Background: an optimization exercise with open tools, aiming at small area, a short achievable clock period and few clock cycles per item. Do not read the settings as production practice. RTL that was checked went through simulation tests only; none was proved equivalent to the original.

==> flow/design.v <==
`default_nettype none
package cpuArchPkg;
    typedef logic [7:0] dataWord;      
    typedef logic [7:0] progAddress;   
    typedef logic [1:0] regIndex;      
    typedef enum logic [3:0] {
        opAnd = 4'b0000,
        opOr  = 4'b0001,
        opNot = 4'b0010,
        opAdd = 4'b0011,
        opSub = 4'b0100,
        opLsr = 4'b0101,
        opLsl = 4'b0110,
        opInc = 4'b0111,
        opDec = 4'b1000,
        opBra = 4'b1001,
        opMov = 4'b1011,
        opLd  = 4'b1100
    } opcode;
    typedef struct packed {
        opcode      code;        
        logic [3:0] dst;         
        logic [3:0] srcFirst;    
        logic [3:0] srcSecond;   
    } instruction;
    typedef struct packed {
        dataWord r1;
        dataWord r2;
        dataWord r3;
        dataWord r4;
    } registerView;
endpackage
`default_nettype wire
`default_nettype none
package cpuControlPkg;
    typedef enum logic [3:0] {
        aluPassA   = 4'b0000,
        aluPassImm = 4'b0001,
        aluNot     = 4'b0010,
        aluAdd     = 4'b0100,
        aluSub     = 4'b0101,
        aluAnd     = 4'b0111,
        aluOr      = 4'b1000,
        aluLsl     = 4'b1011,
        aluLsr     = 4'b1100
    } aluOp;
    typedef enum logic [1:0] {
        rfHold      = 2'b00,
        rfLoad      = 2'b01,
        rfDecrement = 2'b10,
        rfIncrement = 2'b11
    } regFunc;
    typedef enum logic [1:0] {
        stIdle,
        stFetchLow,
        stFetchHigh,
        stExecute
    } seqState;
    typedef struct packed {
        regFunc  regFn;
        logic [1:0] target;    
        logic [1:0] srcA;
        logic [1:0] srcB;
        aluOp    op;
        logic [7:0] immediate;   
        logic    pcLoad;
    } controlWord;
endpackage
`default_nettype wire
`timescale 1ns/1ps
`default_nettype none
module programMemory
(
    input  logic       clock,
    input  logic       progWrite,
    input  logic [7:0] progAddr,
    input  logic [7:0] progData,
    input  logic [6:0] rowE,
    input  logic [6:0] rowO,
    input  logic [3:0] rowE1h,   
    input  logic [3:0] rowO1h,   
    output logic [7:0] byteE,
    output logic [7:0] byteO
);
    logic [7:0] memE [128];
    logic [7:0] memO [128];
    always_ff @(posedge clock) begin
        if (progWrite && !progAddr[0]) memE[progAddr[7:1]] <= progData;
        if (progWrite &&  progAddr[0]) memO[progAddr[7:1]] <= progData;
    end
    logic [7:0] grpE [32];
    logic [7:0] grpO [32];
    always_comb begin
        for (int g = 0; g < 32; g++) begin
            grpE[g] = '0;
            grpO[g] = '0;
            for (int k = 0; k < 4; k++) begin
                grpE[g] = grpE[g] | (memE[4 * g + k] & {8{rowE1h[k]}});
                grpO[g] = grpO[g] | (memO[4 * g + k] & {8{rowO1h[k]}});
            end
        end
    end
    assign byteE = grpE[rowE[6:2]];
    assign byteO = grpO[rowO[6:2]];
endmodule
`default_nettype wire
`timescale 1ns/1ps
`default_nettype none
module cpuTop
(
    input  logic       clock,
    input  logic       arstN,
    input  logic       progWrite,
    input  logic [7:0] progAddr,
    input  logic [7:0] progData,
    input  logic       run,
    output logic [31:0] regs,          
    output logic [7:0] pc,
    output logic            instrDone
);
    logic       wrQ;
    logic [7:0] wrAddrQ, wrDataQ;
    always_ff @(posedge clock) begin
        wrQ     <= progWrite;
        wrAddrQ <= progAddr;
        wrDataQ <= progData;
    end
    localparam int BTB = 2;
    logic [7:0]  fetchPc;
    logic [6:0]  rowE;       
    logic [3:0]  rowE1h;     
    logic [3:0]  rowO1h;     
    logic        running;    
    logic        bubble;     
    logic        starting;   
    logic [7:0]  byteE, byteO;
    logic [15:0] ir;         
    logic [7:0]  irPc;       
    logic        irPred;     
    logic [7:0]  pcQ;
    programMemory i_programMemory (
        .clock     (clock),
        .progWrite (wrQ),
        .progAddr  (wrAddrQ),
        .progData  (wrDataQ),
        .rowE      (rowE),
        .rowO      (fetchPc[7:1]),
        .rowE1h    (rowE1h),
        .rowO1h    (rowO1h),
        .byteE     (byteE),
        .byteO     (byteO)
    );
    logic           btbValid [BTB];
    logic [7:0]     btbPc    [BTB];
    logic [7:0]     btbTgt   [BTB];
    logic           btbNext;   
    logic       hit;
    logic [7:0] hitTgt;
    logic [6:0] hitRowE;
    assign hitRowE = hitTgt[7:1] + 7'(hitTgt[0]);
    always_comb begin
        hit     = 1'b0;
        hitTgt  = '0;
        for (int i = 0; i < BTB; i++) begin
            if (btbValid[i] && btbPc[i] == fetchPc) begin
                hit     = 1'b1;
                hitTgt  = hitTgt | btbTgt[i];
            end
        end
    end
    logic       exBra;     
    logic       redirect;  
    logic       stopped;
    logic       advance;   
    logic [7:0] target;
    logic [6:0] targetRowE;
    assign exBra      = running && (ir[15:12] == 4'h9);
    assign redirect   = exBra && !irPred;
    assign target     = ir[7:0];
    assign targetRowE = target[7:1] + 7'(target[0]);
    assign stopped    = !running && !bubble && !starting;
    assign advance    = bubble || starting || (running && !redirect && run) ||
                        (stopped && run && !wrQ);
    always_ff @(posedge clock) begin
        ir     <= fetchPc[0] ? {byteE, byteO} : {byteO, byteE};
        irPc   <= fetchPc;
        irPred <= hit;
    end
    always_ff @(posedge clock or negedge arstN) begin
        if (!arstN) begin
            fetchPc  <= '0;
            rowE     <= '0;
            rowE1h   <= 4'b0001;
            rowO1h   <= 4'b0001;
            running  <= 1'b0;
            bubble   <= 1'b0;
            starting <= 1'b0;
            pcQ      <= '0;
        end else begin
            running  <= advance;
            bubble   <= redirect && run;
            starting <= stopped && run && wrQ;
            if (redirect) begin
                fetchPc <= target;
                rowE    <= targetRowE;
                rowE1h  <= 4'b0001 << targetRowE[1:0];
                rowO1h  <= 4'b0001 << target[2:1];
            end else if (advance && hit) begin
                fetchPc <= hitTgt;
                rowE    <= hitRowE;
                rowE1h  <= 4'b0001 << hitRowE[1:0];
                rowO1h  <= 4'b0001 << hitTgt[2:1];
            end else if (advance) begin
                fetchPc <= fetchPc + 8'd2;
                rowE    <= rowE + 7'd1;
                rowE1h  <= {rowE1h[2:0], rowE1h[3]};
                rowO1h  <= {rowO1h[2:0], rowO1h[3]};
            end
            pcQ <= exBra ? target : fetchPc;
        end
    end
    always_ff @(posedge clock or negedge arstN) begin
        if (!arstN) begin
            for (int i = 0; i < BTB; i++) btbValid[i] <= 1'b0;
            btbNext <= '0;
        end else if (wrQ) begin
            for (int i = 0; i < BTB; i++) btbValid[i] <= 1'b0;
        end else if (redirect) begin
            btbValid[btbNext] <= 1'b1;
            btbNext <= !btbNext;
        end
    end
    always_ff @(posedge clock) begin
        if (redirect && !wrQ) begin
            btbPc[btbNext]   <= irPc;
            btbTgt[btbNext]  <= target;
        end
    end
    assign pc        = pcQ;
    assign instrDone = running;
    logic [3:0] op;
    logic [1:0] d, a, b;
    logic [7:0] imm;
    assign op  = ir[15:12];
    assign d   = ir[9:8];
    assign a   = ir[5:4];
    assign b   = ir[1:0];
    assign imm = ir[7:0];
    logic [7:0] r [4];
    logic [7:0] opA, opB, addB, sum, result;
    logic       cin;
    assign opA = r[a];
    assign opB = r[b];
    always_comb begin
        case (op)
            4'h4:    begin addB = ~opB;   cin = 1'b1; end   
            4'h7:    begin addB = 8'h01;  cin = 1'b0; end   
            4'h8:    begin addB = 8'hFF;  cin = 1'b0; end   
            default: begin addB = opB;    cin = 1'b0; end   
        endcase
    end
    logic [7:0] g0, p0, gk, pk, gn, pn;
    logic [8:0] carry;
    always_comb begin
        g0 = opA & addB;
        p0 = opA ^ addB;
        gk = g0;
        pk = p0;
        for (int s = 1; s < 8; s = s * 2) begin
            gn = gk;
            pn = pk;
            for (int i = s; i < 8; i++) begin
                gn[i] = gk[i] | (pk[i] & gk[i - s]);
                pn[i] = pk[i] & pk[i - s];
            end
            gk = gn;
            pk = pn;
        end
        carry[0] = cin;
        for (int i = 0; i < 8; i++) carry[i + 1] = gk[i] | (pk[i] & cin);
        sum = p0 ^ carry[7:0];
    end
    always_comb begin
        case (op)
            4'h0:    result = opA & opB;
            4'h1:    result = opA | opB;
            4'h2:    result = ~opA;
            4'h5:    result = {1'b0, opA[7:1]};
            4'h6:    result = {opA[6:0], 1'b0};
            4'hC:    result = imm;
            4'hB:    result = opA;
            default: result = sum;   
        endcase
    end
    logic       wr;
    logic [1:0] dst;
    assign wr  = running && (op <= 4'h8 || op == 4'hB || op == 4'hC);
    assign dst = (op == 4'h7 || op == 4'h8) ? a : d;
    for (genvar i = 0; i < 4; i++) begin : gReg
        always_ff @(posedge clock or negedge arstN) begin
            if (!arstN)                          r[i] <= '0;
            else if (wr && dst == 2'(i))         r[i] <= result;
        end
    end
    assign regs = {r[0], r[1], r[2], r[3]};
endmodule
`default_nettype wire
clock: 9.0 ns
lec_check: 0
cap_margin: 20
core_margin: 2
core_utilization: 40
cts_cluster_diameter: 100
cts_cluster_size: 25
slew_margin: 20
standard.sh (not shown) runs the stock make flow with config.mk's settings and CLKGATE_MAP_FILE= SYNTH_SCRIPT=/design/flow/synth_recipe.tcl, a recipe that flattens the netlist after the stock synthesis.
==> flow/flow/run.sh <==
#!/bin/bash
# Own layout flow: the standard ORFS flow (standard.sh) with a tighter
# timing-repair target (setup margin) and plain buffers on the ports. Same
# SDC and clock period.
set -euo pipefail
bash standard.sh SETUP_SLACK_MARGIN=5.6 'BUFFER_PORTS_ARGS=-buffer_cell sky130_fd_sc_hd__buf_4' finish > run_make.log 2>&1
Edit:
--- a/flow/design.v
+++ b/flow/design.v
@@ -75,35 +75,35 @@
     input  logic       progWrite,
     input  logic [7:0] progAddr,
     input  logic [7:0] progData,
     input  logic [6:0] rowE,
     input  logic [6:0] rowO,
-    input  logic [3:0] rowE1h,   
-    input  logic [3:0] rowO1h,   
+    input  logic [7:0] rowE1h,   
+    input  logic [7:0] rowO1h,   
     output logic [7:0] byteE,
     output logic [7:0] byteO
 );
     logic [7:0] memE [128];
     logic [7:0] memO [128];
     always_ff @(posedge clock) begin
         if (progWrite && !progAddr[0]) memE[progAddr[7:1]] <= progData;
         if (progWrite &&  progAddr[0]) memO[progAddr[7:1]] <= progData;
     end
-    logic [7:0] grpE [32];
-    logic [7:0] grpO [32];
+    logic [7:0] grpE [16];
+    logic [7:0] grpO [16];
     always_comb begin
-        for (int g = 0; g < 32; g++) begin
+        for (int g = 0; g < 16; g++) begin
             grpE[g] = '0;
             grpO[g] = '0;
-            for (int k = 0; k < 4; k++) begin
-                grpE[g] = grpE[g] | (memE[4 * g + k] & {8{rowE1h[k]}});
-                grpO[g] = grpO[g] | (memO[4 * g + k] & {8{rowO1h[k]}});
+            for (int k = 0; k < 8; k++) begin
+                grpE[g] = grpE[g] | (memE[8 * g + k] & {8{rowE1h[k]}});
+                grpO[g] = grpO[g] | (memO[8 * g + k] & {8{rowO1h[k]}});
             end
         end
     end
-    assign byteE = grpE[rowE[6:2]];
-    assign byteO = grpO[rowO[6:2]];
+    assign byteE = grpE[rowE[6:3]];
+    assign byteO = grpO[rowO[6:3]];
 endmodule
 `default_nettype wire
 `timescale 1ns/1ps
 `default_nettype none
 module cpuTop
@@ -126,12 +126,12 @@
         wrDataQ <= progData;
     end
     localparam int BTB = 2;
     logic [7:0]  fetchPc;
     logic [6:0]  rowE;       
-    logic [3:0]  rowE1h;     
-    logic [3:0]  rowO1h;     
+    logic [7:0]  rowE1h;     
+    logic [7:0]  rowO1h;     
     logic        running;    
     logic        bubble;     
     logic        starting;   
     logic [7:0]  byteE, byteO;
     logic [15:0] ir;         
@@ -188,12 +188,12 @@
     end
     always_ff @(posedge clock or negedge arstN) begin
         if (!arstN) begin
             fetchPc  <= '0;
             rowE     <= '0;
-            rowE1h   <= 4'b0001;
-            rowO1h   <= 4'b0001;
+            rowE1h   <= 8'b0000_0001;
+            rowO1h   <= 8'b0000_0001;
             running  <= 1'b0;
             bubble   <= 1'b0;
             starting <= 1'b0;
             pcQ      <= '0;
         end else begin
@@ -201,22 +201,22 @@
             bubble   <= redirect && run;
             starting <= stopped && run && wrQ;
             if (redirect) begin
                 fetchPc <= target;
                 rowE    <= targetRowE;
-                rowE1h  <= 4'b0001 << targetRowE[1:0];
-                rowO1h  <= 4'b0001 << target[2:1];
+                rowE1h  <= 8'b0000_0001 << targetRowE[2:0];
+                rowO1h  <= 8'b0000_0001 << target[3:1];
             end else if (advance && hit) begin
                 fetchPc <= hitTgt;
                 rowE    <= hitRowE;
-                rowE1h  <= 4'b0001 << hitRowE[1:0];
-                rowO1h  <= 4'b0001 << hitTgt[2:1];
+                rowE1h  <= 8'b0000_0001 << hitRowE[2:0];
+                rowO1h  <= 8'b0000_0001 << hitTgt[3:1];
             end else if (advance) begin
                 fetchPc <= fetchPc + 8'd2;
                 rowE    <= rowE + 7'd1;
-                rowE1h  <= {rowE1h[2:0], rowE1h[3]};
-                rowO1h  <= {rowO1h[2:0], rowO1h[3]};
+                rowE1h  <= {rowE1h[6:0], rowE1h[7]};
+                rowO1h  <= {rowO1h[6:0], rowO1h[7]};
             end
             pcQ <= exBra ? target : fetchPc;
         end
     end
     always_ff @(posedge clock or negedge arstN) begin
Final area is lower by 1.3%.
Register-to-register slack is better by 0.07 ns.
Setup slack is better by 0.073 ns.
Hold slack improved by 0.0034 ns.
Cell count came out lower by 0.64%.
Routed wire length decreases by 3.5%.
Fmax grows by 2.1%.
Sequential cell count rises by 8.
Die area goes down by 0.58%.
Testbench counts after the change, summed over its fixed seeds: cycles 10,023, instrs 9,600.
Function not checked in the first run of this note: the RTL went through the layout flow alone.

afterwards: timing with drivers on the ports:
How much do the figures lean on ideal ports? The routed layouts below were timed once more, with nothing changed but the port constraints.
Step 1 sets driving cells, clkbuf_16 on the clock port and buf_2 on the other inputs (assumed; they add their load-dependent delay and slew).
Step 2 moves the port delays by t, midway between the first and last clock arrival at a register: inputs arrive t later, outputs are due t later. That takes back most of the time a late clock gives input paths.
Three values: ideal, step 1, step 2; two values: the first two.
run | shift t [ns] | slack for setup (ns) | clock arrival spread, ns
the first run | 0.851 | 5.512 / 5.512 / 5.512 | 0.052 / 0.052
the second run | 0.852 | 5.585 / 5.584 / 5.383 | 0.050 / 0.050
After both steps every run listed still meets setup and hold. For the second run, which loses most, drivers alone change the setup slack by -0.001 ns; drivers and shift together by -0.202 ns.
